Context: an optimization exercise on an open-source flow, tuned for small area, a short achievable clock period and few clock cycles per item. The choices shown serve that exercise and are no tape-out recipe.
Only simulation tests tie the RTL to the original design; equivalence was not proved.
No activity file was given, so power comes from the tool's default toggle rates.

$ cat flow/flow/run.sh
#!/bin/bash
# The standard layout (standard.sh: the standard flow's synthesis and ORFS flow, unchanged), except that
# the port buffers placed on every input and output are the smallest buffer, buf_1, instead
# of the delay buffer ORFS picks; timing repair still resizes any that need more drive.
set -euo pipefail
export BUFFER_PORTS_ARGS="-buffer_cell sky130_fd_sc_hd__buf_1"
bash standard.sh > standard.log 2>&1
$ cat flow/standard.sh
#!/bin/bash
# synth_recipe.tcl (not shown) runs the flow's synth.tcl, then flattens the netlist and writes it again
# the make line also repeats each setting of config.mk as NAME=value (left out here)
make -C /OpenROAD-flow-scripts/flow DESIGN_CONFIG=/design/flow/config.mk WORK_HOME=/design/flow/orfs CLKGATE_MAP_FILE= SYNTH_SCRIPT=/design/flow/synth_recipe.tcl "${@:-finish}"
$ cat flow/config.mk
export PLATFORM = sky130hd
export DESIGN_NAME = ex_stage_md
export DESIGN_NICKNAME = ex_stage_md
export VERILOG_FILES = /design/flow/design.v
export SDC_FILE = /design/flow/constraint.sdc
export NUM_CORES = 4
export LEC_CHECK = 0
export ABC_AREA = 1
export CAP_MARGIN = 20
export CORE_MARGIN = 2
export CORE_UTILIZATION = 48
export SETUP_SLACK_MARGIN = 1.8
export SLEW_MARGIN = 20
$ cat flow/constraint.sdc
create_clock -name core_clock -period 7.0 [get_ports {clk}]
set_input_delay 1.4000 -clock core_clock [delete_from_list [all_inputs] [get_ports {clk}]]
set_output_delay 1.4000 -clock core_clock [all_outputs]
set_load 0.01 [all_outputs]
$ cat flow/design.v
module ex_stage_md #(
   parameter int WIDTH   = 32,
   parameter int SHAMT_W = 5,
   parameter int REG_W   = 5,
   parameter int CTRL_W  = 10
) (
   input  logic              clk,
   input  logic              rst_n,
   input  logic              in_valid,
   input  logic [WIDTH-1:0]  a_operand,
   input  logic [WIDTH-1:0]  b_operand,
   input  logic [WIDTH-1:0]  imm_ext,
   input  logic [WIDTH-1:0]  pc_plus4,
   input  logic [WIDTH-1:0]  fwd_mem,
   input  logic [WIDTH-1:0]  fwd_wb,
   input  logic [1:0]        fwd_a_sel,
   input  logic [1:0]        fwd_b_sel,
   input  logic              alu_src,
   input  logic              reg_dest,
   input  logic [REG_W-1:0]  dest_rd,
   input  logic [REG_W-1:0]  dest_rt,
   input  logic [4:0]        alu_sel,
   input  logic [CTRL_W-1:0] ctrl_in,
   input  logic              stall_in,
   output logic [WIDTH-1:0]  alu_out,
   output logic [WIDTH-1:0]  data_to_write,
   output logic [REG_W-1:0]  reg_to_write,
   output logic [WIDTH-1:0]  pc_plus4_o,
   output logic [CTRL_W-1:0] ctrl_out,
   output logic              out_valid,
   output logic              md_busy,
   output logic              md_stall,
   output logic [REG_W-1:0]  dest_hz
);
   localparam int MUL_K = 4;
   localparam int MUL_N = WIDTH / MUL_K;
   localparam logic [4:0] OP_ADD   = 5'd6;
   localparam logic [4:0] OP_SUB   = 5'd7;
   localparam logic [4:0] OP_AND   = 5'd8;
   localparam logic [4:0] OP_OR    = 5'd9;
   localparam logic [4:0] OP_XOR   = 5'd10;
   localparam logic [4:0] OP_NOR   = 5'd11;
   localparam logic [4:0] OP_SLT   = 5'd12;
   localparam logic [4:0] OP_LUI   = 5'd13;
   localparam logic [4:0] OP_LINK  = 5'd14;
   localparam logic [4:0] OP_SLTU  = 5'd15;
   localparam logic [4:0] OP_MULT  = 5'd16;
   localparam logic [4:0] OP_DIV   = 5'd18;
   localparam logic [4:0] OP_DIVU  = 5'd19;
   localparam logic [4:0] OP_MFHI  = 5'd20;
   localparam logic [4:0] OP_MFLO  = 5'd21;
   logic [WIDTH-1:0] src_a, src_b, op_b;
   always_comb begin
      src_a = a_operand;
      if (fwd_a_sel[1])      src_a = fwd_mem;
      else if (fwd_a_sel[0]) src_a = fwd_wb;
      src_b = b_operand;
      if (fwd_b_sel[1])      src_b = fwd_mem;
      else if (fwd_b_sel[0]) src_b = fwd_wb;
      op_b = alu_src ? imm_ext : src_b;
   end
   logic [REG_W-1:0] dest;
   assign dest = (alu_sel == OP_LINK) ? '1 : (reg_dest ? dest_rd : dest_rt);
   logic             sh_var, sh_left, sh_arith;
   logic [4:0]       shamt;
   logic             sh_fill;
   logic [WIDTH-1:0] sh_in, sh_tmp, sh_rev, sh_res;
   always_comb begin
      sh_var   = (alu_sel == 5'd3) || (alu_sel == 5'd4) || (alu_sel == 5'd5);
      sh_left  = (alu_sel == 5'd0) || (alu_sel == 5'd3) || (alu_sel == OP_LUI);
      sh_arith = (alu_sel == 5'd2) || (alu_sel == 5'd5);
      if (alu_sel == OP_LUI) shamt = 5'd16;
      else if (sh_var)       shamt = src_a[4:0];
      else                   shamt = imm_ext[10:6];
      for (int i = 0; i < WIDTH; i++) sh_rev[i] = op_b[WIDTH-1-i];
      sh_fill = sh_arith & op_b[WIDTH-1];
      sh_in   = sh_left ? sh_rev : op_b;
      for (int k = 0; k < 5; k++) begin
         for (int i = 0; i < WIDTH; i++)
            sh_tmp[i] = (i + (1 << k) < WIDTH) ? sh_in[(i + (1 << k)) % WIDTH] : sh_fill;
         if (shamt[k]) sh_in = sh_tmp;
      end
      for (int i = 0; i < WIDTH; i++) sh_rev[i] = sh_in[WIDTH-1-i];
      sh_res = sh_left ? sh_rev : sh_in;
   end
   logic             mf_rd, md_code, add_alt, do_sub, add_cin, lt_s, lt_u;
   logic [WIDTH-1:0] hi_q, lo_q, add_a, add_b, alu_res;
   logic [WIDTH:0]   addsub;
   logic [WIDTH+1:0] add_t;
   logic             is_div_q, neg_lo_q, neg_hi_q;
   always_comb begin
      mf_rd   = (alu_sel == OP_MFHI) || (alu_sel == OP_MFLO);
      md_code = (alu_sel[4:2] == 3'b100);
      add_alt = mf_rd | md_code;
      add_a   = add_alt ? '0 : src_a;
      if (mf_rd)        add_b = alu_sel[0] ? lo_q : hi_q;
      else if (md_code) add_b = src_a;
      else              add_b = op_b;
      if (mf_rd)        do_sub = alu_sel[0] ? neg_lo_q : neg_hi_q;
      else              do_sub = (alu_sel != OP_ADD);
      add_cin = do_sub & ~(mf_rd & ~alu_sel[0] & ~is_div_q & (lo_q != '0));
      add_t   = {1'b0, add_a, 1'b1} + {1'b0, do_sub ? ~add_b : add_b, add_cin};
      addsub  = add_t[WIDTH+1:1];
      lt_u    = ~addsub[WIDTH];
      lt_s    = (src_a[WIDTH-1] ^ op_b[WIDTH-1]) ? src_a[WIDTH-1] : addsub[WIDTH-1];
   end
   always_comb begin
      case (alu_sel)
         5'd0, 5'd1, 5'd2, 5'd3, 5'd4, 5'd5, OP_LUI:
                  alu_res = sh_res;
         OP_ADD, OP_SUB, OP_MFHI, OP_MFLO:
                  alu_res = addsub[WIDTH-1:0];
         OP_AND:  alu_res = src_a & op_b;
         OP_OR:   alu_res = src_a | op_b;
         OP_XOR:  alu_res = src_a ^ op_b;
         OP_NOR:  alu_res = ~(src_a | op_b);
         OP_SLT:  alu_res = {{(WIDTH-1){1'b0}}, lt_s};
         OP_SLTU: alu_res = {{(WIDTH-1){1'b0}}, lt_u};
         OP_LINK: alu_res = pc_plus4;
         default: alu_res = '0;
      endcase
   end
   logic busy_q, is_md_op, is_md_any, md_stall_w, accept, md_start;
   assign is_md_op   = (alu_sel[4:2] == 3'b100);
   assign is_md_any  = is_md_op || (alu_sel == OP_MFHI) || (alu_sel == OP_MFLO);
   assign md_stall_w = in_valid & busy_q & is_md_any;
   assign accept     = in_valid & ~md_stall_w & ~stall_in;
   assign md_start   = accept & is_md_op;
   logic [WIDTH-1:0]  alu_out_q, data_q, pc_q;
   logic [REG_W-1:0]  reg_q;
   logic [CTRL_W-1:0] ctrl_q;
   logic              vld_q;
   always_ff @(posedge clk or negedge rst_n) begin
      if (!rst_n) begin
         ctrl_q <= '0;
         vld_q  <= 1'b0;
      end else if (!stall_in) begin
         ctrl_q <= accept ? ctrl_in : '0;
         vld_q  <= accept;
      end
   end
   always_ff @(posedge clk) begin
      if (!stall_in) begin
         alu_out_q <= alu_res;
         data_q    <= src_b;
         reg_q     <= dest;
         pc_q      <= pc_plus4;
      end
   end
   localparam int SKIP = 8;
   logic [WIDTH-1:0] md_q;
   logic [5:0]       cnt_q;
   logic             sgn_q;
   logic             signed_op, start_div, a_neg, b_neg, b_zero;
   logic [WIDTH-1:0] a_mag;
   assign signed_op = (alu_sel == OP_MULT) || (alu_sel == OP_DIV);
   assign start_div = (alu_sel == OP_DIV) || (alu_sel == OP_DIVU);
   assign a_neg     = signed_op & src_a[WIDTH-1];
   assign b_neg     = signed_op & src_b[WIDTH-1];
   assign b_zero    = (src_b == '0);
   assign a_mag     = a_neg ? addsub[WIDTH-1:0] : src_a;
   logic                   hi_ext, md_ext;
   logic [WIDTH+MUL_K:0]   mul_t;
   logic [WIDTH-1:0]       mul_hi, mul_lo;
   always_comb begin
      hi_ext = sgn_q & hi_q[WIDTH-1];
      md_ext = sgn_q & md_q[WIDTH-1];
      mul_t  = {{MUL_K{hi_ext}}, hi_ext, hi_q};
      for (int i = 0; i < MUL_K; i++)
         mul_t = mul_t + (({{(MUL_K+1){md_ext}}, md_q} & {(WIDTH+MUL_K+1){lo_q[i]}}) << i);
      mul_hi = mul_t[WIDTH+MUL_K-1:MUL_K];
      mul_lo = {mul_t[MUL_K-1:0], lo_q[WIDTH-1:MUL_K]};
   end
   logic             d_pos;
   logic [WIDTH-1:0] d_x;
   assign d_pos = ~(sgn_q & md_q[WIDTH-1]);
   assign d_x   = md_q ^ {WIDTH{d_pos}};
   function automatic logic below_d(input logic [WIDTH-1:0] v);
      logic [WIDTH+1:0] t;
      t = {1'b0, v, 1'b1} + {1'b1, d_x, d_pos};
      below_d = t[WIDTH+1];
   endfunction
   logic [WIDTH:0]   div_s1;
   logic [WIDTH+1:0] div_s2;
   logic [WIDTH+2:0] div_t1, div_t2;
   logic             div_ge1, div_ge2, div_two;
   always_comb begin
      div_s1  = {hi_q, lo_q[WIDTH-1]};
      div_s2  = {hi_q, lo_q[WIDTH-1 -: 2]};
      div_t1  = {1'b0, div_s1, 1'b1} + {2'b11, d_x, d_pos};
      div_t2  = {div_s2, 1'b1} + {2'b11, d_x, d_pos};
      div_ge1 = ~div_t1[WIDTH+2];
      div_ge2 = ~div_t2[WIDTH+2];
      div_two = ~div_ge1 & (cnt_q >= 6'd2);
   end
   logic skip;
   assign skip = (hi_q[WIDTH-1 -: SKIP] == '0)
               && below_d({hi_q[WIDTH-SKIP-1:0], lo_q[WIDTH-1 -: SKIP]})
               && (cnt_q >= 6'(SKIP));
   logic [5:0] md_take, cnt_next;
   always_comb begin
      if (!is_div_q)    md_take = 6'd1;
      else if (skip)    md_take = 6'(SKIP);
      else if (div_two) md_take = 6'd2;
      else              md_take = 6'd1;
      cnt_next = cnt_q - md_take;
   end
   always_ff @(posedge clk or negedge rst_n) begin
      if (!rst_n) begin
         hi_q     <= '0;
         lo_q     <= '0;
         busy_q   <= 1'b0;
         neg_lo_q <= 1'b0;
         neg_hi_q <= 1'b0;
      end else if (md_start) begin
         hi_q     <= '0;
         lo_q     <= a_mag;
         busy_q   <= 1'b1;
         neg_lo_q <= start_div ? ((a_neg ^ b_neg) & ~b_zero) : a_neg;
         neg_hi_q <= a_neg;
      end else if (busy_q) begin
         if (!is_div_q) begin
            hi_q  <= mul_hi;
            lo_q  <= mul_lo;
         end else if (skip) begin
            hi_q  <= {hi_q[WIDTH-SKIP-1:0], lo_q[WIDTH-1 -: SKIP]};
            lo_q  <= {lo_q[WIDTH-SKIP-1:0], {SKIP{1'b0}}};
         end else if (div_ge1) begin
            hi_q  <= div_t1[WIDTH:1];
            lo_q  <= {lo_q[WIDTH-2:0], 1'b1};
         end else if (div_two) begin
            hi_q  <= div_ge2 ? div_t2[WIDTH:1] : div_s2[WIDTH-1:0];
            lo_q  <= {lo_q[WIDTH-3:0], 1'b0, div_ge2};
         end else begin
            hi_q  <= div_s1[WIDTH-1:0];
            lo_q  <= {lo_q[WIDTH-2:0], 1'b0};
         end
         if (cnt_next == 6'd0) busy_q <= 1'b0;
      end
   end
   always_ff @(posedge clk) begin
      if (md_start) begin
         md_q     <= src_b;
         cnt_q    <= start_div ? 6'(WIDTH) : 6'(MUL_N);
         is_div_q <= start_div;
         sgn_q    <= signed_op;
      end else if (busy_q) begin
         cnt_q    <= cnt_next;
      end
   end
   assign alu_out       = alu_out_q;
   assign data_to_write = data_q;
   assign reg_to_write  = reg_q;
   assign pc_plus4_o    = pc_q;
   assign ctrl_out      = ctrl_q;
   assign out_valid     = vld_q;
   assign md_busy       = busy_q;
   assign md_stall      = md_stall_w;
   assign dest_hz       = dest;
endmodule
==> summary.txt, run 1 <==
Die Area: 0.0668 mm2
DR vias/cell: 6.07
Largest net degree at the start of global routing: 83
Initial antenna violation count: 5
Dpl cells: 5972
Syn nets: 5410
Setup total negative slack: 0 ps
Num CTS Buffers: 29
Post-Syn Area: 0.0311 mm2
Status: complete, no violations
Row count: 93
Crit path DAT: 5600 ps
CTS tree: built
Clock latency (worst-skew pair): 620 ps
Number of synthesized flops with an enable pin: 141
I/O pins: 346
Reg2Reg Setup Slack: 2020 ps
Synth Instances: 4852
Worst path required time: 7490 ps
Routability Congestion: 1.08
Leading cell type in the layout, fill and taps excluded: nand2_1
Grt ovf: 0
DIE WIDTH: 258 um
Slew @ Worst Pin: 1110 ps
Post-route clock period utilization: 0.730
DRT Pass-1 Iters: 7
WL final: 155000 um
Cell Pwr Density: 523 mW/mm2
Total of max-cap violations: 0
Worst min path class: register to register
Slew HR: 0.255
Most frequent cells in the layout: 1401 x nand2_1, 553 x inv_1, 526 x nand3_1, 358 x o21ai_0, 343 x nor2_1
First-pass GRT wire length: 224000 um
Layout overhead on the synthesized area: 11.8%
Hpwl dp: 126000 um
Post-synthesis cell type count: 58
Vias: 36600
CP endpoint kind: register
#FFs+latches synth: 219
Final Hold Viols: 0
Fill count: 6720
NumNets Final: 5717
Max-slew violations: 0
Pre-CTS WS: 991 ps
CP max FO: 30
GRT Total Usage: 0.453
# port buffers: 345
DRT iter0 DRCs: 4985
Vias in the first global route: 34300
Lkg Pwr: 17.1 nW
Sink Count: 219
Finished Layout Cells: 6039
Ys flop type: edfxtp_1
Clock transition at path regs: 60 ps
FFs w/ async S/R, synth: 0.356
CTS Root Cell: clkbuf_16
CP most frequent cell: nand2_1
Die height: 258 um
WL per Instance: 25.7 um
Mean Syn Cell Area: 6.40 um2
Setup Crit Path Kind: input port to register
Endpoints failing setup: 0
Highest clock rate: 0.196 GHz
Crit start category: input port
CP peak stage delay: 520 ps
Drc violations: 0
Skew final: 19.6 ps
Clk buf depth: 3
H-tree Lvls: 1
Fin worst setup slack: 1890 ps
Synth warnings: 1
Final antenna-violating net count: 0
Initial core utilization: 0.484
Unrepaired setup endpoints after global routing: true
Slowest stage cell, crit path: ha_1
Sequential share of the synthesized area: 0.199
Core area: 0.0642 mm2
Share of layout cells above drive strength 1: 0.0556
Worst-path cell chain: clkbuf_2 > buf_12 > nand2_1 > nand3_1 > o21ai_0 > o21ai_0 > buf_4 > inv_1 > nor2_1 > o22ai_1 > xor2_1 > ha_1 > nand2_1 > nor2_1 > nand2_1 > o211a_1 > nand2_1 > xor2_1 > nand2_1 > nand3_1 > inv_1 > nand2_1
Final worst path period need: 5110 ps
Max IR drop VDD: 0.404 mV
## path summary, 6_finish.rpt
check | to | cells after the start | startpoint
max in group asynchronous | ctrl_q[4] | 2 | rst_n
hold reg to reg | vld_q | 2 | vld_q
min in group asynchronous | hi_q[16] | 1 | rst_n
setup / recovery | alu_out_q[29] | 22 | fwd_b_sel[0]
setup reg to reg | hi_q[30] | 19 | md_q[31]
hold / removal | vld_q | 2 | vld_q
## stage by stage
step	total power, mW	util	hold slack (ps)	instance area, um2
final	18.2	0.541	480	34700
after global routing	19.7	0.541	521	34700
after CTS	17.8	0.537	481	34500
after detailed placement	16.2	0.522	466	33500
after global placement	16.1	0.522	462	33500
after floorplan	11.8	-	448	31100
## Yosys cell counts (all sizes together) (16+ instances only)
cell / instances / area, um2
a31oi: 26 / 163
a21oi: 260 / 1310
a21o: 26 / 195
clkbuf: 110 / 413
o21bai: 39 / 293
edfxtp: 141 / 4230
o21ai: 419 / 2110
inv: 579 / 2180
buf: 108 / 578
dfrtp: 78 / 1950
xor2: 111 / 972
nor4: 16 / 100
nand3: 530 / 2670
fa: 101 / 2020
ha: 230 / 2880
nor3: 35 / 190
o22ai: 33 / 206
nand4: 37 / 231
nand2: 1408 / 5310
nand3b: 19 / 143
xnor2: 34 / 298
o211ai: 54 / 415
nor2: 351 / 1340
## where the power goes
group	internal (mW)	total, mW	switching (mW)
Sequential	1.72	2.49	0.766
Combinational	4.83	14.2	9.39
Clock	0.813	1.47	0.654
## critical path: cells and delay by family
family	cells	cell delay (ps)
simple gates	10	1390
compound gates	4	1060
buf+inv	5	690
xor+xnor	2	520
fa+ha+maj	1	520
## final cells by class
| cell class | count | area [um2] | area share |
|---|---|---|---|
| Antenna cell | 3 | 7.51 | 0.000216 |
| Sequential cell | 219 | 6190 | 0.178 |
| Clock buffer | 36 | 762 | 0.0219 |
| Timing Repair Buffer | 494 | 2470 | 0.0711 |
| Inverter | 581 | 2220 | 0.0639 |
| Multi-Input combinational cell | 3834 | 21900 | 0.630 |
| Tap cell | 855 | 1070 | 0.0308 |
| Clock inverter | 17 | 145 | 0.00418 |
## registers in the layout, summed over array words and instances (netlist names), 5 cells and up
name and cells:
alu_out_q 32, cnt_q 6, ctrl_q 10, data_q 32, hi_q 32, lo_q 32, md_q 32, pc_q 32
reg_q 5
## routing by layer
metal  routed length (um)  share of wire  up-vias  global-route usage
met2                66400           0.43     2263               0.694
met3                16000           0.10      571              0.0886
met5                   36        0.00023        -                   0
li1                     -              -    16700                   -
met1                58200           0.37    17100               0.563
met4                14500          0.094        6               0.344
## timing repair
item | 4_1_cts | 5_1_grt
hold buffers | 0 | 0
resized for setup | 9 | 42
pin swaps | 0 | 2
buffers inserted | 0 | 11
setup endpoints to repair | 30 | 64
## kinds of logic after synthesis
kind of cell | after synthesis | synth area share
fa+ha+maj | 331 | 0.158
simple gates | 2413 | 0.325
xor+xnor | 145 | 0.0409
buf+inv | 799 | 0.102
compound gates | 945 | 0.175
flops | 219 | 0.199
Testbench counts, summed over its fixed seeds: cycles 3,876, items 3,200.
==> run 2, diff against run 1 <==
--- a/flow/config.mk
+++ b/flow/config.mk
@@ -9,5 +9,5 @@
 export CAP_MARGIN = 20
 export CORE_MARGIN = 2
-export CORE_UTILIZATION = 48
+export CORE_UTILIZATION = 40
 export SETUP_SLACK_MARGIN = 1.8
 export SLEW_MARGIN = 20
==> run 2 against run 1 <==
  * Total power grew 1.7%
  * Fmax is 0.98% higher
  * Sequential share of layout area decreased by 0.13 points
  * Combinational power is essentially flat
  * Synthesized cell count unchanged
  * Critical endpoint is now alu_out_q[0]
==> summary.txt, run 2 <==
Crit path DAT: 5420 ps (was 5600 ps)
Sequential share of the synthesized area: 0.199 (unchanged)
GRT Total Usage: 0.410 (was 0.453)
Yosys top cell area share: 0.169 (unchanged)
Fin worst setup slack: 1940 ps (was 1890 ps)
Number of synthesized flops with an enable pin: 141 (unchanged)
Worst min path class: register to register (unchanged)
Setup Crit Path Kind: input port to register (unchanged)
Max-slew violations: 0 (unchanged)
Flop pwr share: 0.139 (was 0.137)
DR vias/cell: 5.87 (was 6.07)
CTS Root Cell: clkbuf_16 (unchanged)
I/O pins: 346 (unchanged)
Lkg Pwr: 17.0 nW (was 17.1 nW)
First-pass GRT wire length: 237000 um (was 224000 um)
Slowest stage cell, crit path: o21ai_0 (was ha_1)
Post-Syn Area: 0.0311 mm2 (unchanged)
Sink Count: 219 (unchanged)
Endpoints failing setup: 0 (unchanged)
WL per Instance: 26.9 um (was 25.7 um)
Reg2Reg Depth: 16 (was 19)
Multi-input gate area: 0.0220 mm2 (was 0.0219 mm2)
Synth Instances: 4852 (unchanged)
GRT met1 Usage: 0.516 (was 0.563)
Leading cell type in the layout, fill and taps excluded: nand2_1 (unchanged)
Initial antenna violation count: 6 (was 5)
Core area: 0.0772 mm2 (was 0.0642 mm2)
Reg2Reg Setup Slack: 1980 ps (was 2020 ps)
Fill count: 8327 (was 6720)
Unrepaired setup endpoints after global routing: true (unchanged)
Vias in the first global route: 34000 (was 34300)
Skew final: 27.9 ps (was 19.6 ps)
Die height: 283 um (was 258 um)
Layout overhead on the synthesized area: 12.7% (was 11.8%)
Logic pwr share: 0.774 (was 0.782)
WHS Path Cells: 2 (unchanged)
CP max FO: 22 (was 30)
CP peak stage delay: 630 ps (was 520 ps)
DIE WIDTH: 283 um (was 258 um)
Seq. cell area: 0.00619 mm2 (about the same)
Ys flop type: edfxtp_1 (unchanged)
Count leader, synth: nand2_1 (unchanged)
Synth warnings: 1 (unchanged)
Worst path required time: 7360 ps (was 7490 ps)
Routability Congestion: 1.06 (was 1.08)
Cell Pwr Density: 528 mW/mm2 (was 523 mW/mm2)
Post-synthesis cell type count: 58 (unchanged)
Num CTS Buffers: 29 (unchanged)
HP Start: vld_q (unchanged)
Grt peak-use layer: met2 (unchanged)
Status: complete, no violations (unchanged)
P_sw: 11.1 mW (was 10.8 mW)
RR Endpoint: busy_q (was hi_q[30])
#FFs+latches synth: 219 (unchanged)
Initial core utilization: 0.402 (was 0.484)
Hpwl dp: 135000 um (was 126000 um)
Clock transition at path regs: 60 ps (about the same)
Vias: 36500 (was 36600)
Drc violations: 0 (unchanged)
Setup total negative slack: 0 ps (unchanged)
Clock power share: 0.088 (was 0.081)
Crit start category: input port (unchanged)
# port buffers: 345 (unchanged)
Worst-path cell chain: clkbuf_2 > buf_4 > inv_1 > o21ai_0 > o22ai_1 > xor2_1 > ha_1 > nand2_1 > inv_1 > a21oi_1 > nand2_1 > a221oi_1 > nand3_1 > nand2_2 > a21oi_1 > a21oi_1 > nand2_1 (was clkbuf_2 > buf_12 > nand2_1 > nand3_1 > o21ai_0 > o21ai_0 > buf_4 > inv_1 > nor2_1 > o22ai_1 > xor2_1 > ha_1 > nand2_1 > nor2_1 > nand2_1 > o211a_1 > nand2_1 > xor2_1 > nand2_1 > nand3_1 > inv_1 > nand2_1)
FFs w/ async S/R, synth: 0.356 (unchanged)
Routing usage on met3: 0.0575 (was 0.0886)
Syn nets: 5410 (unchanged)
WL final: 167000 um (was 155000 um)
Pre-CTS WS: 663 ps (was 991 ps)
Max IR drop VDD: 0.404 mV (about the same)
Worst r2r src: md_q[31] (unchanged)
Row count: 102 (was 93)
Mean Syn Cell Area: 6.40 um2 (unchanged)
Largest net degree at the start of global routing: 61 (was 83)
Switching fraction of total power: 0.599 (was 0.595)
Final Hold Viols: 0 (unchanged)
CTS tree: built (unchanged)
Highest clock rate: 0.198 GHz (was 0.196 GHz)
Total of max-cap violations: 0 (unchanged)
Top cells by area, synth: nand2_1 17%, edfxtp_1 14%, ha_1 9.3% (unchanged)
Hold_buf cts: 0 (unchanged)
CP endpoint kind: register (unchanged)
Hold Path Sink: vld_q (unchanged)
DRT Pass-1 Iters: 6 (was 7)
Synth area leader: nand2_1 (unchanged)
Cell internal pwr: 7.41 mW (was 7.37 mW)
Slew HR: 0.280 (was 0.255)
Most frequent cells in the layout: 1400 x nand2_1, 551 x inv_1, 526 x nand3_1, 344 x o21ai_0, 341 x nor2_1 (was 1401 x nand2_1, 553 x inv_1, 526 x nand3_1, 358 x o21ai_0, 343 x nor2_1)
Grt ovf: 0 (unchanged)
DRT iter0 DRCs: 5177 (was 4985)
Share of layout cells above drive strength 1: 0.0567 (was 0.0556)
Met2 Usage GRT: 0.645 (was 0.694)
Post-route clock period utilization: 0.723 (was 0.730)
Clock latency (worst-skew pair): 620 ps (about the same)
Clk buf depth: 3 (unchanged)
NumNets Final: 5700 (was 5717)
Final worst path period need: 5060 ps (was 5110 ps)
H-tree Lvls: 1 (unchanged)
Slew @ Worst Pin: 1070 ps (was 1110 ps)
Final antenna-violating net count: 0 (unchanged)
Commonest cells in the netlist: 1401 x nand2_1, 556 x inv_1, 526 x nand3_1 (unchanged)
Die Area: 0.0799 mm2 (was 0.0668 mm2)
==> run 2: cell types whose count changed in the layout (fill, tap and decap cells not counted), moves of 4 or more <==
cell	change
buf_6	+5
o21ai_1	+6
o21ai_2	+8
clkinv_2	-5
inv_6	+9
clkinv_4	-5
xor2_2	+5
clkinvlp_4	+4
buf_4	-21
clkbuf_1	-5
xor2_1	-5
o21ai_0	-14
==> run 2: worst max-delay path by stage <==
stage                             from       endpoint  slack, ps
after floorplan             alu_sel[4]  alu_out_q[27]       2460
after global placement    fwd_b_sel[0]   alu_out_q[0]        710
after detailed placement  fwd_b_sel[0]   alu_out_q[0]        660
after CTS                 fwd_a_sel[1]       lo_q[17]       1800
after global routing          md_q[31]         busy_q       1770
final                       alu_sel[0]   alu_out_q[0]       1940
==> run 2: logic make-up after synthesis <==
family	count (synthesis)	synth area share
flip-flops	219	0.199
adder cells (fa/ha/maj)	331	0.158
AO/OA/AOI/OAI	945	0.175
XOR/XNOR	145	0.0409
buffers and inverters	799	0.102
AND/OR/NAND/NOR	2413	0.325
==> run 2: critical path: cells and delay by family <==
kind                       cells  cell delay, ps
AOI/OAI and AO/OA              6            1590
xor gates and xnor gates       1             370
adders and majority gates      1             340
and+or+nand+nor                5             690
buffers and inverters          4            1010
==> run 2: through the flow <==
stage	utilization	instance area (um2)	hold WS [ps]	total power, mW	instances
floorplan	-	31100	448	11.8	4852
global placement	0.435	33600	469	16.4	6140
detailed placement	0.435	33600	473	16.4	6140
CTS	0.450	34700	492	18.2	6194
global route	0.453	35000	529	20.0	6205
finish	0.453	35000	495	18.5	6207
==> run 2: timing repair <==
action                                  in CTS  in global routing
resized for setup                           24                 57
buffers inserted                             1                  8
cloned                                       0                  1
endpoints found under the setup margin      65                 62
pin swaps                                    1                  3
==> run 2: layout make-up <==
type | count | share of cell area
multi-input cells | 3834 | 0.627
flip-flops and latches | 219 | 0.177
repair buffers | 476 | 0.0663
inverters | 581 | 0.0637
well taps | 1040 | 0.0372
clock buffers | 34 | 0.0234
clock inverters | 19 | 0.00500
diodes | 3 | 0.000214
repair inverters | 1 | 0.000143
==> run 2: power groups by stage <==
| stage | clock [mW] | combinational, mW | sequential [mW] |
|---|---|---|---|
| 2_1_floorplan | 0 | 9.67 | 2.09 |
| 3_3_place_gp | 0 | 13.9 | 2.55 |
| 3_5_place_dp | 0 | 13.9 | 2.55 |
| 4_1_cts | 1.62 | 14.0 | 2.53 |
| 5_1_grt | 1.67 | 15.8 | 2.56 |
| 6_report | 1.62 | 14.3 | 2.57 |
==> run 2: metal layers <==
metal	share of wire	routed length [um]	up-vias
met5	0.00016	27	-
met4	0.088	14700	4
met3	0.093	15500	500
met2	0.44	72900	2174
met1	0.38	63800	17100
li1	-	-	16700
==> run 3, diff against run 2 <==
--- a/flow/config.mk
+++ b/flow/config.mk
@@ -10,4 +10,4 @@
 export CORE_MARGIN = 2
 export CORE_UTILIZATION = 40
-export SETUP_SLACK_MARGIN = 1.8
+export SETUP_SLACK_MARGIN = 2.2
 export SLEW_MARGIN = 20
==> run 3 against run 2 <==
  * Non-clock buffer count increased by 28
  * First-iteration DRC count up 2.4%
  * Critical path depth up 6
  * Sequential share of layout area decreased by 0.57 points
  * Clock skew grew 3.5 ps
  * Area after synthesis unchanged
  * Cell area grew 3.3%
  * Worst setup slack improved by 330 ps
  * Flip-flop and latch count unchanged
  * Wire length up 1.4%
  * Final cell count increased by 0.55%
  * Highest routed layer unchanged
==> summary.txt, run 3 <==
Status: complete, no violations (unchanged)
Worst r2r src: hi_q[4] (was md_q[31])
Slew HR: 0.238 (was 0.280)
DR vias/cell: 5.92 (was 5.87)
Clock transition at path regs: 70 ps (was 60 ps)
Clock latency (worst-skew pair): 630 ps (was 620 ps)
Slowest stage cell, crit path: o21ai_0 (unchanged)
Die height: 283 um (unchanged)
Slew @ Worst Pin: 1130 ps (was 1070 ps)
Num CTS Buffers: 29 (unchanged)
CTS Root Cell: clkbuf_16 (unchanged)
Leading cell type in the layout, fill and taps excluded: nand2_1 (unchanged)
Post-route clock period utilization: 0.675 (was 0.723)
Hpwl dp: 135000 um (unchanged)
Number of synthesized flops with an enable pin: 141 (unchanged)
Row count: 102 (unchanged)
Ys flop type: edfxtp_1 (unchanged)
Most frequent cells in the layout: 1387 x nand2_1, 550 x inv_1, 526 x nand3_1, 337 x buf_1, 333 x nor2_1 (was 1400 x nand2_1, 551 x inv_1, 526 x nand3_1, 344 x o21ai_0, 341 x nor2_1)
Worst-path cell chain: buf_4 > inv_6 > o21ai_0 > o21ai_2 > inv_1 > nor2_1 > o22ai_1 > xor2_1 > ha_1 > nand2_1 > nor2_1 > inv_1 > nor2_1 > nor2_1 > inv_1 > a221oi_2 > nand2_1 > nand2_1 > nand2_1 > nand2_1 > nand2_1 > inv_1 > nand2_1 (was clkbuf_2 > buf_4 > inv_1 > o21ai_0 > o22ai_1 > xor2_1 > ha_1 > nand2_1 > inv_1 > a21oi_1 > nand2_1 > a221oi_1 > nand3_1 > nand2_2 > a21oi_1 > a21oi_1 > nand2_1)
#FFs+latches synth: 219 (unchanged)
NumNets Final: 5734 (was 5700)
Initial core utilization: 0.402 (unchanged)
Share of layout cells above drive strength 1: 0.0858 (was 0.0567)
Largest net degree at the start of global routing: 61 (unchanged)
Final worst path period need: 4730 ps (was 5060 ps)
Synth warnings: 1 (unchanged)
Max IR drop VDD: 0.416 mV (was 0.404 mV)
DIE WIDTH: 283 um (unchanged)
Die Area: 0.0799 mm2 (unchanged)
FFs w/ async S/R, synth: 0.356 (unchanged)
Vias in the first global route: 34200 (was 34000)
I/O pins: 346 (unchanged)
WL final: 169000 um (was 167000 um)
CTS tree: built (unchanged)
Setup total negative slack: 0 ps (unchanged)
Max-slew violations: 0 (unchanged)
Commonest cells in the netlist: 1401 x nand2_1, 556 x inv_1, 526 x nand3_1 (unchanged)
Fin worst setup slack: 2270 ps (was 1940 ps)
Vias: 37000 (was 36500)
CP most frequent cell: nand2_1
Skew final: 31.4 ps (was 27.9 ps)
Unrepaired setup endpoints after global routing: true (unchanged)
Syn nets: 5410 (unchanged)
Worst min path class: register to register (unchanged)
Endpoints failing setup: 0 (unchanged)
Clk buf depth: 3 (unchanged)
Final antenna-violating net count: 0 (unchanged)
RR Endpoint: hi_q[13] (was busy_q)
CP endpoint kind: register (unchanged)
P_sw: 11.3 mW (was 11.1 mW)
Cell internal pwr: 7.55 mW (was 7.41 mW)
GRT Total Usage: 0.413 (was 0.410)
Synth Instances: 4852 (unchanged)
Layout overhead on the synthesized area: 16.5% (was 12.7%)
CP peak stage delay: 670 ps (was 630 ps)
Dpl cells: 6140 (unchanged)
# port buffers: 345 (unchanged)
Mean Syn Cell Area: 6.40 um2 (unchanged)
Yosys top cell area share: 0.169 (unchanged)
Core area: 0.0772 mm2 (unchanged)
Sequential share of the synthesized area: 0.199 (unchanged)
Total of max-cap violations: 0 (unchanged)
DRT iter0 DRCs: 5300 (was 5177)
Reg2Reg Setup Slack: 2330 ps (was 1980 ps)
Flop pwr share: 0.136 (was 0.139)
Sink Count: 219 (unchanged)
Setup Crit Path Kind: input port to register (unchanged)
DRT Pass-1 Iters: 8 (was 6)
Top cells by area, synth: nand2_1 17%, edfxtp_1 14%, ha_1 9.3% (unchanged)
Drc violations: 0 (unchanged)
WHS: 500 ps (was 495 ps)
Switching fraction of total power: 0.599 (about the same)
CP max FO: 12 (was 22)
Finished Layout Cells: 6241 (was 6207)
Crit path to: alu_out_q[28] (was alu_out_q[0])
H-tree Lvls: 1 (unchanged)
Post-synthesis cell type count: 58 (unchanged)
Cell Pwr Density: 520 mW/mm2 (was 528 mW/mm2)
Count leader, synth: nand2_1 (unchanged)
Clock power share: 0.086 (was 0.088)
Initial antenna violation count: 4 (was 6)
Setup crit start: fwd_b_sel[1] (was alu_sel[0])
Grt ovf: 0 (unchanged)
Worst path required time: 7380 ps (was 7360 ps)
Reg2Reg Depth: 15 (was 16)
WL per Instance: 27.1 um (was 26.9 um)
Fill count: 8240 (was 8327)
Highest clock rate: 0.212 GHz (was 0.198 GHz)
Logic pwr share: 0.778 (was 0.774)
First-pass GRT wire length: 238000 um (was 237000 um)
Lkg Pwr: 17.4 nW (was 17.0 nW)
Hold_buf cts: 0 (unchanged)
Crit start category: input port (unchanged)
Pre-CTS WS: 663 ps (unchanged)
Synth area leader: nand2_1 (unchanged)
Final Hold Viols: 0 (unchanged)
Crit path DAT: 5100 ps (was 5420 ps)
Routability Congestion: 1.06 (unchanged)
Post-Syn Area: 0.0311 mm2 (unchanged)
run 3: final cells by class:
cell class              instances  area [um2]  share of cell area
flip-flops and latches        219        6190               0.171
repair buffers                504        2660              0.0736
inverters                     581        2280              0.0630
clock inverters                19         175             0.00484
clock buffers                  34         818              0.0226
repair inverters                5        38.8             0.00107
multi-input cells            3836       22700               0.628
well taps                    1040        1300              0.0360
diodes                          3        7.51            0.000207
run 3: repair_timing:
item,4_1_cts,5_1_grt
pin swaps,7,16
gates cloned,3,4
setup endpoints to repair,103,74
gates resized for setup,111,172
buffers inserted,15,23
run 3: power groups by stage:
stage | clock (mW) | sequential [mW] | combinational (mW)
2_1_floorplan | 0 | 2.09 | 9.67
5_1_grt | 1.67 | 2.55 | 16.0
3_5_place_dp | 0 | 2.55 | 13.9
4_1_cts | 1.62 | 2.52 | 14.1
6_report | 1.62 | 2.56 | 14.6
3_3_place_gp | 0 | 2.55 | 13.9
run 3: per-stage QoR:
step                 util  instance area, um2  power (mW)
finish              0.469               36200        18.8
global route        0.469               36200        20.3
CTS                 0.456               35200        18.3
detailed placement  0.435               33600        16.4
global placement    0.435               33600        16.4
floorplan               -               31100        11.8
run 3: kinds of logic (layout without fill, tap and decap cells):
family	after synthesis	count (layout)	share of synthesized area
AOI/OAI and AO/OA	945	945	0.175
xor gates and xnor gates	145	145	0.0409
adders and majority gates	331	331	0.158
buffers and inverters	799	1143	0.102
DFF	219	219	0.199
other	0	3	0
and+or+nand+nor	2413	2415	0.325
run 3: worst max-delay path, delay by kind of cell:
kind / cells / cell delay (ps)
compound gates: 4 / 1470
xor+xnor: 1 / 210
fa+ha+maj: 1 / 310
buf+inv: 6 / 700
simple gates: 11 / 1010
run 3: routing by layer:
layer | vias to the layer above | wire, um | share of wire | GRT usage
li1 | 16800 | - | - | -
met1 | 17400 | 64700 | 0.38 | 0.518
met2 | 2281 | 74300 | 0.44 | 0.650
met3 | 493 | 15500 | 0.092 | 0.0589
met4 | 2 | 14700 | 0.087 | 0.293
met5 | - | 10 | 0.000059 | 0
run 3: how the worst min path moves through the flow:
stage,start,end,slack [ps],cells past startpoint
2_1_floorplan,neg_hi_q,neg_hi_q,450,2
3_3_place_gp,vld_q,vld_q,470,2
3_5_place_dp,vld_q,vld_q,470,2
4_1_cts,vld_q,vld_q,490,2
5_1_grt,ctrl_q[8],ctrl_q[8],530,1
6_report,neg_hi_q,neg_hi_q,500,2
==> run 4, diff against run 3 <==
--- a/flow/config.mk
+++ b/flow/config.mk
@@ -10,4 +10,4 @@
 export CORE_MARGIN = 2
 export CORE_UTILIZATION = 40
-export SETUP_SLACK_MARGIN = 2.2
+export SETUP_SLACK_MARGIN = 1.4
 export SLEW_MARGIN = 20
==> run 4 against run 3 <==
  * Register-to-register slack lost 670 ps
  * First-iteration DRC count shrank 3.2%
  * Utilization shrank 1.9 points
  * Critical path type unchanged
  * Flip-flop and latch count is the same
  * Non-clock buffer count shrank 36
  * Sequential power is essentially flat
  * Highest routed layer unchanged
  * Clock skew shrank 5.5 ps
  * Hold slack gained 0.70 ps
  * Sequential share of layout area grew 0.71 points
==> summary.txt, run 4 <==
Worst min path class: register to register (unchanged)
Most frequent cells in the layout: 1401 x nand2_1, 554 x inv_1, 526 x nand3_1, 354 x o21ai_0, 343 x nor2_1 (was 1387 x nand2_1, 550 x inv_1, 526 x nand3_1, 337 x buf_1, 333 x nor2_1)
Worst path required time: 7550 ps (was 7380 ps)
Share of layout cells above drive strength 1: 0.0495 (was 0.0858)
Leading cell type in the layout, fill and taps excluded: nand2_1 (unchanged)
Layout overhead on the synthesized area: 11.8% (was 16.5%)
Logic pwr share: 0.773 (was 0.778)
Endpoints failing setup: 0 (unchanged)
Die Area: 0.0799 mm2 (unchanged)
Highest clock rate: 0.185 GHz (was 0.212 GHz)
GRT Total Usage: 0.409 (was 0.413)
Power Total: 18.4 mW (was 18.8 mW)
Final instance area: 0.0347 mm2 (was 0.0362 mm2)
CP endpoint kind: register (unchanged)
DIE WIDTH: 283 um (unchanged)
Flop pwr share: 0.139 (was 0.136)
CTS tree: built (unchanged)
Crit start category: input port (unchanged)
Yosys top cell area share: 0.169 (unchanged)
Dpl cell area: 0.0336 mm2 (unchanged)
Lkg Pwr: 16.9 nW (was 17.4 nW)
Post-Syn Area: 0.0311 mm2 (unchanged)
CTS Root Cell: clkbuf_16 (unchanged)
Number of synthesized flops with an enable pin: 141 (unchanged)
Row count: 102 (unchanged)
Reg2Reg Depth: 17 (was 15)
Die height: 283 um (unchanged)
Max IR drop VDD: 0.403 mV (was 0.416 mV)
Mean Syn Cell Area: 6.40 um2 (unchanged)
FFs w/ async S/R, synth: 0.356 (unchanged)
Slew @ Worst Pin: 1110 ps (was 1130 ps)
Initial antenna violation count: 5 (was 4)
H-tree Lvls: 1 (unchanged)
#FFs+latches synth: 219 (unchanged)
WHS Path Cells: 2 (unchanged)
Status: complete, no violations (unchanged)
Setup total negative slack: 0 ps (unchanged)
Setup Crit Path Kind: input port to register (unchanged)
Synth area leader: nand2_1 (unchanged)
DR vias/cell: 5.87 (was 5.92)
CP peak stage delay: 530 ps (was 670 ps)
Reg2Reg Setup Slack: 1660 ps (was 2330 ps)
Max-slew violations: 0 (unchanged)
Synth warnings: 1 (unchanged)
Synth Instances: 4852 (unchanged)
Clk buf depth: 3 (unchanged)
Hold Path Sink: vld_q (was neg_hi_q)
DRT iter0 DRCs: 5132 (was 5300)
CP max FO: 34 (was 12)
Cell internal pwr: 7.38 mW (was 7.55 mW)
Vias: 36400 (was 37000)
I/O pins: 346 (unchanged)
Final antenna-violating net count: 0 (unchanged)
Slowest stage cell, crit path: o21ai_1 (was o21ai_0)
Clock power share: 0.088 (was 0.086)
Slew HR: 0.255 (was 0.238)
RR Endpoint: busy_q (was hi_q[13])
Core area: 0.0772 mm2 (unchanged)
Largest net degree at the start of global routing: 61 (unchanged)
Sink Count: 219 (unchanged)
Total of max-cap violations: 0 (unchanged)
Clock latency (worst-skew pair): 620 ps (was 630 ps)
Initial core utilization: 0.402 (unchanged)
DRT Pass-1 Iters: 6 (was 8)
Grt ovf: 0 (unchanged)
Crit path DAT: 5940 ps (was 5100 ps)
Clock transition at path regs: 70 ps (about the same)
Sequential share of the synthesized area: 0.199 (unchanged)
Hold_buf cts: 0 (unchanged)
Post-synthesis cell type count: 58 (unchanged)
Fill count: 8348 (was 8240)
P_sw: 11.1 mW (was 11.3 mW)
HP Start: vld_q (was neg_hi_q)
Vias in the first global route: 34100 (was 34200)
Top cells by area, synth: nand2_1 17%, edfxtp_1 14%, ha_1 9.3% (unchanged)
CP most frequent cell: o21ai_0 (was nand2_1)
Unrepaired setup endpoints after global routing: false (was true)
Num CTS Buffers: 29 (unchanged)
Final Hold Viols: 0 (unchanged)
First-pass GRT wire length: 237000 um (was 238000 um)
# port buffers: 345 (unchanged)
Count leader, synth: nand2_1 (unchanged)
Final worst path period need: 5400 ps (was 4730 ps)
WL per Instance: 26.9 um (was 27.1 um)
Drc violations: 0 (unchanged)
Post-route clock period utilization: 0.771 (was 0.675)
Syn nets: 5410 (unchanged)
Worst-path cell chain: buf_1 > inv_2 > buf_4 > nand3_1 > o21ai_1 > o21ai_0 > o22ai_1 > xor2_1 > ha_1 > inv_1 > o21bai_1 > a21oi_1 > o21ai_0 > inv_1 > nand3_1 > xor2_1 > o21ai_0 > o21ai_0 > inv_1 > a21oi_1 (was buf_4 > inv_6 > o21ai_0 > o21ai_2 > inv_1 > nor2_1 > o22ai_1 > xor2_1 > ha_1 > nand2_1 > nor2_1 > inv_1 > nor2_1 > nor2_1 > inv_1 > a221oi_2 > nand2_1 > nand2_1 > nand2_1 > nand2_1 > nand2_1 > inv_1 > nand2_1)
NumNets Final: 5691 (was 5734)
Commonest cells in the netlist: 1401 x nand2_1, 556 x inv_1, 526 x nand3_1 (unchanged)
Skew final: 25.9 ps (was 31.4 ps)
Hpwl dp: 135000 um (unchanged)
Worst r2r src: md_q[31] (was hi_q[4])
WL final: 167000 um (was 169000 um)
Switching fraction of total power: 0.600 (was 0.599)
Ys flop type: edfxtp_1 (unchanged)
Routability Congestion: 1.06 (unchanged)
Cell Pwr Density: 531 mW/mm2 (was 520 mW/mm2)
[run 4: cell counts after synthesis]
No cell type changed its count.
[run 4: logic make-up (layout without fill, tap and decap cells)]
group / after synthesis / count (layout) / synth area share
other: 0 / 3 / 0
AOI/OAI and AO/OA: 945 / 945 / 0.175
DFF: 219 / 219 / 0.199
xor gates and xnor gates: 145 / 145 / 0.0409
adders and majority gates: 331 / 331 / 0.158
and+or+nand+nor: 2413 / 2413 / 0.325
buffers and inverters: 799 / 1102 / 0.102
[run 4: through the flow]
stage	utilization	hold slack [ps]	std cells	setup WS, ps
after CTS	0.448	492	6193	1450
after detailed placement	0.435	473	6140	663
after global placement	0.435	469	6140	713
final	0.450	501	6198	1600
after global routing	0.450	529	6197	1410
after floorplan	-	448	4852	2460
[run 4: how the worst max path moves through the flow]
stage | start | to | slack [ps] | cells after the start
5_1_grt | fwd_a_sel[1] | lo_q[17] | 1410 | 20
2_1_floorplan | alu_sel[4] | alu_out_q[27] | 2460 | 21
6_report | fwd_a_sel[1] | lo_q[17] | 1600 | 20
3_3_place_gp | fwd_b_sel[0] | alu_out_q[0] | 710 | 20
4_1_cts | fwd_b_sel[0] | alu_out_q[0] | 1450 | 20
3_5_place_dp | fwd_b_sel[0] | alu_out_q[0] | 660 | 20
[run 4: cell type report]
cell class / count / area [um2] / area share
multi-input cells: 3834 / 21800 / 0.628
clock inverters: 19 / 175 / 0.00505
clock buffers: 34 / 818 / 0.0236
flip-flops and latches: 219 / 6190 / 0.178
repair buffers: 468 / 2240 / 0.0645
inverters: 581 / 2190 / 0.0632
well taps: 1040 / 1300 / 0.0375
diodes: 3 / 7.51 / 0.000216
[run 4: what timing repair did]
item                                    4_1_cts  5_1_grt
pin swaps                                     0        1
cloned                                        0        0
setup buffers                                 0        1
endpoints found under the setup margin        5       32
gates resized for setup                       2       18
[run 4: critical path: cells and delay by family]
| kind | cells | cell delay (ps) |
|---|---|---|
| AOI/OAI and AO/OA | 9 | 2370 |
| xor gates and xnor gates | 2 | 470 |
| adders and majority gates | 1 | 390 |
| buffers and inverters | 6 | 1120 |
| and+or+nand+nor | 2 | 170 |
[run 4: power by group through the flow]
| stage | logic [mW] | registers [mW] | clock network (mW) |
|---|---|---|---|
| global placement | 13.9 | 2.55 | 0 |
| global route | 15.7 | 2.56 | 1.67 |
| finish | 14.2 | 2.56 | 1.62 |
| detailed placement | 13.9 | 2.55 | 0 |
| floorplan | 9.67 | 2.09 | 0 |
| CTS | 14.0 | 2.53 | 1.62 |
[run 4: per-layer routing]
metal  global-route usage  share of wire  up-vias
met5                    0       0.000078        -
met4                0.298          0.089        2
met3               0.0568          0.091      483
met2                0.642           0.43     2130
met1                0.515           0.39    17100
li1                     -              -    16700
==> run 5, diff against run 4 <==
--- a/flow/config.mk
+++ b/flow/config.mk
@@ -10,4 +10,4 @@
 export CORE_MARGIN = 2
 export CORE_UTILIZATION = 40
-export SETUP_SLACK_MARGIN = 1.4
+export SETUP_SLACK_MARGIN = 2.6
 export SLEW_MARGIN = 20
==> run 5 against run 4 <==
  * Sequential power about the same
  * First-iteration DRC count decreased by 6.6%
  * Global-route usage increased by 0.15 points
  * Fmax increased by 18%
==> summary.txt, run 5 <==
Status: complete, no violations (unchanged)
Sequential share of the synthesized area: 0.199 (unchanged)
Hold_buf cts: 0 (unchanged)
Dpl cell area: 0.0337 mm2 (was 0.0336 mm2)
Row count: 102 (unchanged)
Endpoints failing setup: 0 (unchanged)
Die Area: 0.0799 mm2 (unchanged)
Highest clock rate: 0.218 GHz (was 0.185 GHz)
Slew @ Worst Pin: 1140 ps (was 1110 ps)
WL per Instance: 26.8 um (was 26.9 um)
Top cells by area, synth: nand2_1 17%, edfxtp_1 14%, ha_1 9.3% (unchanged)
Commonest cells in the netlist: 1401 x nand2_1, 556 x inv_1, 526 x nand3_1 (unchanged)
Final antenna-violating net count: 0 (unchanged)
Synth Area in XOR/XNOR: 0.0409 (unchanged)
Largest net degree at the start of global routing: 68 (was 61)
Core area: 0.0772 mm2 (unchanged)
Setup total negative slack: 0 ps (unchanged)
Hpwl dp: 132000 um (was 135000 um)
Syn nets: 5410 (unchanged)
Max IR drop VDD: 0.507 mV (was 0.403 mV)
Worst r2r src: lo_q[1] (was md_q[31])
Cell Pwr Density: 540 mW/mm2 (was 531 mW/mm2)
Total of max-cap violations: 0 (unchanged)
Lkg Pwr: 18.5 nW (was 16.9 nW)
Unrepaired setup endpoints after global routing: true (was false)
Hold Path Sink: vld_q (unchanged)
Final instance area: 0.0396 mm2 (was 0.0347 mm2)
Slew HR: 0.236 (was 0.255)
Reg2Reg Setup Slack: 2610 ps (was 1660 ps)
Drc violations: 0 (unchanged)
DIE WIDTH: 283 um (unchanged)
Clk buf depth: 3 (unchanged)
WHS: 485 ps (was 501 ps)
Post-synthesis cell type count: 58 (unchanged)
Reg2Reg Depth: 21 (was 17)
Vias: 37800 (was 36400)
I/O pins: 346 (unchanged)
Die height: 283 um (unchanged)
Sink Count: 219 (unchanged)
Layout overhead on the synthesized area: 27.5% (was 11.8%)
Crit path DAT: 4920 ps (was 5940 ps)
Vias in the first global route: 34800 (was 34100)
Area fraction in compound gates after synthesis: 0.175 (unchanged)
# port buffers: 345 (unchanged)
NumNets Final: 5859 (was 5691)
Post-Syn Area: 0.0311 mm2 (unchanged)
DRT Pass-1 Iters: 8 (was 6)
CTS Root Cell: clkbuf_16 (unchanged)
Synth Instances: 4852 (unchanged)
Share of layout cells above drive strength 1: 0.162 (was 0.0495)
CTS tree: built (unchanged)
RR Endpoint: hi_q[25] (was busy_q)
Fill count: 7883 (was 8348)
Leading cell type in the layout, fill and taps excluded: nand2_1 (unchanged)
Count leader, synth: nand2_1 (unchanged)
DR vias/cell: 5.94 (was 5.87)
Most frequent cells in the layout: 1330 x nand2_1, 524 x inv_1, 502 x nand3_1, 334 x buf_1, 304 x nor2_1 (was 1401 x nand2_1, 554 x inv_1, 526 x nand3_1, 354 x o21ai_0, 343 x nor2_1)
Routability Congestion: 1.05 (was 1.06)
Simple-gate area share of the yosys netlist: 0.325 (unchanged)
Post-synthesis adder-cell area fraction: 0.158 (unchanged)
Grt ovf: 0 (unchanged)
Worst path required time: 7330 ps (was 7550 ps)
Yosys top cell area share: 0.169 (unchanged)
Power Total: 21.4 mW (was 18.4 mW)
Initial antenna violation count: 11 (was 5)
Multi-input gate area: 0.0247 mm2 (was 0.0218 mm2)
Max-slew violations: 0 (unchanged)
Number of synthesized flops with an enable pin: 141 (unchanged)
DRT iter0 DRCs: 4795 (was 5132)
Main combinational cell family by area after synthesis: simple AND/OR/NAND/NOR gates (unchanged)
WL final: 171000 um (was 167000 um)
Clock latency (worst-skew pair): 640 ps (was 620 ps)
WHS Path Cells: 2 (unchanged)
Post-route clock period utilization: 0.656 (was 0.771)
HP Start: vld_q (unchanged)
Final worst path period need: 4590 ps (was 5400 ps)
Worst min path class: register to register (unchanged)
Mean Syn Cell Area: 6.40 um2 (unchanged)
Synth area leader: nand2_1 (unchanged)
Crit start category: input port (unchanged)
Final Hold Viols: 0 (unchanged)
#FFs+latches synth: 219 (unchanged)
Clock transition at path regs: 60 ps (was 70 ps)
FFs w/ async S/R, synth: 0.356 (unchanged)
First-pass GRT wire length: 239000 um (was 237000 um)
Num CTS Buffers: 28 (was 29)
Setup Crit Path Kind: input port to register (unchanged)
GRT Total Usage: 0.411 (was 0.409)
Seq. cell area: 0.00620 mm2 (was 0.00619 mm2)
CP endpoint kind: register (unchanged)
Skew final: 64.6 ps (was 25.9 ps)
Initial core utilization: 0.402 (unchanged)
Ys flop type: edfxtp_1 (unchanged)
Synth warnings: 1 (unchanged)
H-tree Lvls: 1 (unchanged)
CP max FO: 17 (was 34)
Post-synthesis mux area share: 0 (unchanged)
==> run 5: cell counts after synthesis <==
No cell type changed its count.
==> run 5: routing by layer <==
metal  up-vias  track usage  wire [um]
li1      17000            -          -
met5         -            0         46
met1     17700        0.510      63500
met2      2468        0.638      73200
met3       683       0.0734      17700
met4         8        0.305      16400
==> run 5: how the worst max path moves through the flow <==
| stage | from | endpoint | slack, ps | cells after the start |
|---|---|---|---|---|
| floorplan | alu_sel[2] | alu_out_q[23] | 2600 | 24 |
| global placement | fwd_b_sel[1] | lo_q[17] | 960 | 20 |
| detailed placement | fwd_b_sel[1] | alu_out_q[11] | 960 | 23 |
| CTS | md_q[3] | hi_q[31] | 2530 | 21 |
| global route | alu_src | alu_out_q[0] | 2310 | 24 |
| finish | alu_src | alu_out_q[0] | 2410 | 24 |
==> run 5: report_power, final <==
group          total [mW]  leakage [nW]  switching, mW  internal, mW
sequential           2.56          2.27          0.836          1.73
clock                1.56         0.455          0.670         0.886
combinational        17.3          15.8           10.8          6.44
==> run 5: logic make-up (layout without fill, tap and decap cells) <==
group / Yosys count / after routing
and+or+nand+nor: 2413 / 2413
DFF: 219 / 219
AOI/OAI and AO/OA: 945 / 946
adders and majority gates: 331 / 331
other: 0 / 4
xor gates and xnor gates: 145 / 145
buffers and inverters: 799 / 1268
==> run 5: area by class of cell <==
type | instances | area share
antenna | 4 | 0.000253
clock buffer | 32 | 0.0181
clock inverter | 19 | 0.00581
inverter | 581 | 0.0578
multi-input combinational | 3835 | 0.623
sequential | 219 | 0.156
tap | 1040 | 0.0329
timing repair buffer | 630 | 0.105
timing repair inverter | 6 | 0.00120
==> run 5: repair_timing <==
item / CTS / global route
gates cloned: 7 / 9
endpoints found under the setup margin: 107 / 96
pin swaps: 58 / 132
buffers inserted: 71 / 82
gates resized for setup: 350 / 454
==> run 5: per-stage QoR <==
step	setup slack, ps	util	instances
global placement	961	0.436	6140
CTS	2530	0.476	6270
finish	2410	0.513	6366
floorplan	2600	-	4852
global route	2310	0.513	6363
detailed placement	965	0.436	6141
==> run 5: worst max-delay path: stages <==
cell	delay, ps
clkbuf_2	150
clkinvlp_4	150
buf_4	240
nand2_1	90
o21ai_1	80
buf_4	180
o21ai_2	490
a21oi_2	150
xor2_2	180
ha_4	350
nand2_2	100
nor2_2	100
inv_2	70
nor2_4	110
and3_1	140
nand2_1	60
nand2_2	160
nand3_2	90
nand2_2	140
nand3_1	90
nand4_1	130
nand2_1	80
a21oi_2	110
nand2_1	70
==> run 6, diff against run 5 <==
--- a/flow/config.mk
+++ b/flow/config.mk
@@ -10,4 +10,4 @@
 export CORE_MARGIN = 2
 export CORE_UTILIZATION = 40
-export SETUP_SLACK_MARGIN = 2.6
+export SETUP_SLACK_MARGIN = 3.0
 export SLEW_MARGIN = 20
==> run 6 against run 5 <==
  * Still clean
  * Worst setup slack better by 61 ps
  * Area after synthesis stayed put
  * Via count is 5.4% higher
  * Count of clock-buffer cells in the layout is 1 higher
  * Die area stayed put
  * Largest power group unchanged
==> summary.txt, run 6 <==
Status: complete, no violations (unchanged)
Worst min path class: register to register (unchanged)
Finished Layout Cells: 6552 (was 6366)
CTS tree: built (unchanged)
WL per Instance: 27.1 um (was 26.8 um)
Vias: 39800 (was 37800)
Ys flop type: edfxtp_1 (unchanged)
DR vias/cell: 6.08 (was 5.94)
Initial core utilization: 0.402 (unchanged)
Post-synthesis cell type count: 58 (unchanged)
Layout overhead on the synthesized area: 42.0% (was 27.5%)
Largest net degree at the start of global routing: 66 (was 68)
Final Hold Viols: 0 (unchanged)
Clock power share: 0.067 (was 0.073)
Synth Instances: 4852 (unchanged)
Flop pwr share: 0.107 (was 0.120)
First-pass GRT wire length: 243000 um (was 239000 um)
Hold_buf cts: 0 (unchanged)
Number of synthesized flops with an enable pin: 141 (unchanged)
Clk buf depth: 3 (unchanged)
Total of max-cap violations: 0 (unchanged)
CP most frequent cell: nand2_2 (was nand2_1)
Slew @ Worst Pin: 1090 ps (was 1140 ps)
Clock latency (worst-skew pair): 630 ps (was 640 ps)
GRT Total Usage: 0.417 (was 0.411)
Cell Pwr Density: 535 mW/mm2 (was 540 mW/mm2)
Crit start category: input port (unchanged)
Max-slew violations: 0 (unchanged)
Share of layout cells above drive strength 1: 0.253 (was 0.162)
DIE WIDTH: 283 um (unchanged)
Synth area leader: nand2_1 (unchanged)
Leading cell type in the layout, fill and taps excluded: nand2_1 (unchanged)
#FFs+latches synth: 219 (unchanged)
Met2 Wirelength: 74900 um (was 73200 um)
Worst path required time: 7340 ps (was 7330 ps)
CP peak stage delay: 270 ps (was 490 ps)
Final antenna-violating net count: 0 (unchanged)
P_sw: 13.2 mW (was 12.3 mW)
# port buffers: 345 (unchanged)
Skew final: 41.9 ps (was 64.6 ps)
Core area: 0.0772 mm2 (unchanged)
Dpl cells: 6129 (was 6141)
NumNets Final: 6045 (was 5859)
Lkg Pwr: 20.2 nW (was 18.5 nW)
HP Start: vld_q (unchanged)
Highest metal used: met5 (unchanged)
Worst r2r src: lo_q[0] (was lo_q[1])
Cell internal pwr: 10.3 mW (was 9.05 mW)
CTS Root Cell: clkbuf_16 (unchanged)
Routability Congestion: 1.09 (was 1.05)
Slew HR: 0.267 (was 0.236)
Slowest stage cell, crit path: ha_4 (was o21ai_2)
Drc violations: 0 (unchanged)
Vias in the first global route: 36300 (was 34800)
Setup Crit Path Kind: input port to register (unchanged)
Hpwl dp: 130000 um (was 132000 um)
Synth warnings: 1 (unchanged)
Detail Route met3 WL: 19600 um (was 17700 um)
Count leader, synth: nand2_1 (unchanged)
DRT iter0 DRCs: 5587 (was 4795)
Crit path DAT: 4870 ps (was 4920 ps)
Grt ovf: 0 (unchanged)
Kind of cell adding the most delay to the critical path: buffers and inverters (was simple AND/OR/NAND/NOR gates)
WHS Path Cells: 2 (unchanged)
Logic pwr share: 0.827 (was 0.808)
H-tree Lvls: 1 (unchanged)
Buffer and inverter count on the worst path: 11 (was 5)
Reg2Reg Depth: 22 (was 21)
DRT Pass-1 Iters: 10 (was 8)
Die Area: 0.0799 mm2 (unchanged)
Switching fraction of total power: 0.561 (was 0.577)
WP depth: 29 (was 24)
Yosys top cell area share: 0.169 (unchanged)
Endpoints failing setup: 0 (unchanged)
Syn nets: 5410 (unchanged)
Hold Path Sink: vld_q (unchanged)
Sequential share of the synthesized area: 0.199 (unchanged)
WL final: 178000 um (was 171000 um)
Sink Count: 219 (unchanged)
Unrepaired setup endpoints after global routing: true (unchanged)
Final worst path period need: 4530 ps (was 4590 ps)
Reg2Reg Setup Slack: 2660 ps (was 2610 ps)
Setup total negative slack: 0 ps (unchanged)
Commonest cells in the netlist: 1401 x nand2_1, 556 x inv_1, 526 x nand3_1 (unchanged)
Die height: 283 um (unchanged)
Post-Syn Area: 0.0311 mm2 (unchanged)
Post-route clock period utilization: 0.647 (was 0.656)
Mean Syn Cell Area: 6.40 um2 (unchanged)
I/O pins: 346 (unchanged)
RR Endpoint: hi_q[31] (was hi_q[25])
CP max FO: 8 (was 17)
Highest clock rate: 0.221 GHz (was 0.218 GHz)
Most frequent cells in the layout: 1247 x nand2_1, 485 x inv_1, 460 x nand3_1, 335 x buf_4, 332 x buf_1 (was 1330 x nand2_1, 524 x inv_1, 502 x nand3_1, 334 x buf_1, 304 x nor2_1)
Clock transition at path regs: 60 ps (about the same)
Initial antenna violation count: 10 (was 11)
Max IR drop VDD: 0.591 mV (was 0.507 mV)
Row count: 102 (unchanged)
Met1 wire length: 64000 um (was 63500 um)
Num CTS Buffers: 29 (was 28)
CP endpoint kind: register (unchanged)
FFs w/ async S/R, synth: 0.356 (unchanged)
Top cells by area, synth: nand2_1 17%, edfxtp_1 14%, ha_1 9.3% (unchanged)
-- run 6: changes by cell type in the layout (fill, tap and decap cells not counted), sizes merged --
| cell | before | now |
|---|---|---|
| buf | 618 | 799 |
| clkbuf | 44 | 45 |
| bufbuf | 0 | 3 |
| diode | 4 | 2 |
| inv | 579 | 581 |
| o21ai | 420 | 419 |
| clkinv | 15 | 12 |
| nand2 | 1408 | 1410 |
| bufinv | 4 | 2 |
| clkinvlp | 8 | 13 |
-- run 6: power groups by stage --
stage	sequential, mW	combinational, mW	clock [mW]
floorplan	2.09	9.83	0
global placement	2.47	13.8	0
detailed placement	2.47	13.8	0
CTS	2.44	16.9	1.57
global route	2.51	20.9	1.63
finish	2.52	19.5	1.57
-- run 6: cell families (layout without fill, tap and decap cells) --
| kind of cell | after synthesis | after routing | share of synthesized area |
|---|---|---|---|
| AOI/OAI and AO/OA | 945 | 945 | 0.175 |
| xor gates and xnor gates | 145 | 145 | 0.0409 |
| adders and majority gates | 331 | 331 | 0.158 |
| buffers and inverters | 799 | 1455 | 0.102 |
| DFF | 219 | 219 | 0.199 |
| other | 0 | 2 | 0 |
| and+or+nand+nor | 2413 | 2415 | 0.325 |
-- run 6: routing by layer --
metal	global-route usage	up-vias
li1	-	17400
met4	0.340	10
met1	0.517	18700
met2	0.631	2849
met3	0.0805	920
met5	0	-
-- run 6: per-stage QoR --
stage / power [mW] / worst slack (ps) / hold WS, ps / utilization / cell area, um2
final: 23.6 / 2470 / 493 / 0.571 / 44100
after global routing: 25.1 / 2450 / 504 / 0.571 / 44100
after CTS: 20.9 / 2690 / 494 / 0.515 / 39700
after detailed placement: 16.2 / 813 / 478 / 0.437 / 33700
after global placement: 16.3 / 763 / 478 / 0.437 / 33700
after floorplan: 11.9 / 2660 / 448 / - / 31400
-- run 6: layout make-up --
type	instances	area [um2]
fill	7198	33100
multi-input combinational	3836	27000
sequential	219	6190
timing repair buffer	814	6190
inverter	581	2370
tap	1040	1300
clock buffer	33	741
clock inverter	21	216
timing repair inverter	6	62.6
antenna	2	5.00
-- run 6: what timing repair did --
action,CTS,global route
pin swaps,180,253
cloned,19,9
setup endpoints to repair,150,105
gates resized for setup,782,556
setup buffers,161,175
-- run 6: worst max path at each step --
stage                       from       endpoint  slack (ps)
floorplan           fwd_b_sel[0]  alu_out_q[23]        2660
global placement    fwd_b_sel[1]   alu_out_q[0]         760
detailed placement  fwd_b_sel[1]  alu_out_q[11]         810
CTS                      lo_q[0]       hi_q[31]        2690
global route        fwd_b_sel[1]  alu_out_q[29]        2450
finish              fwd_b_sel[1]  alu_out_q[29]        2470
-- run 6: worst reg2reg max path, delay by kind of cell (launching register included) --
family | cells | cell delay (ps)
adder cells (fa/ha/maj) | 5 | 1970
AND/OR/NAND/NOR | 11 | 850
flip-flops | 1 | 590
AO/OA/AOI/OAI | 4 | 640
buffers and inverters | 2 | 200

-- re-timing with driven ports --
No port has a modelled driver above. Below, the same layouts with a new extraction and two added sets of constraints.
Step 1 assumes that a clkbuf_16 drives the clock port and a buf_2 every other input.
Step 2 adds t to the input delays and takes it off the output delays; t is the mean of the earliest and latest rising clock arrival at the registers after step 1. Input paths then give back, and output paths get back, about the clock's delay inside the block.
Slacks: ideal / step 1 / step 2; pairs: ideal / step 1.
run | shift t [ns] | setup slack, ns | hold WS [ns]
run 1 | 0.673 | 1.891 / 1.935 / 1.262 | 0.480 / 0.480 / 0.480
run 2 | 0.672 | 1.940 / 1.897 / 1.293 | 0.495 / 0.495 / 0.495
run 3 | 0.684 | 2.273 / 2.308 / 1.624 | 0.500 / 0.500 / 0.500
run 4 | 0.679 | 1.604 / 1.643 / 0.963 | 0.501 / 0.501 / 0.501
run 5 | 0.672 | 2.411 / 2.424 / 1.751 | 0.485 / 0.485 / 0.485
run 6 | 0.675 | 2.471 / 2.447 / 1.772 | 0.493 / 0.493 / 0.493
After both steps setup and hold are still met in every run listed. For run 6, which loses most, drivers alone change the setup slack by -0.024 ns; drivers and shift together by -0.699 ns.
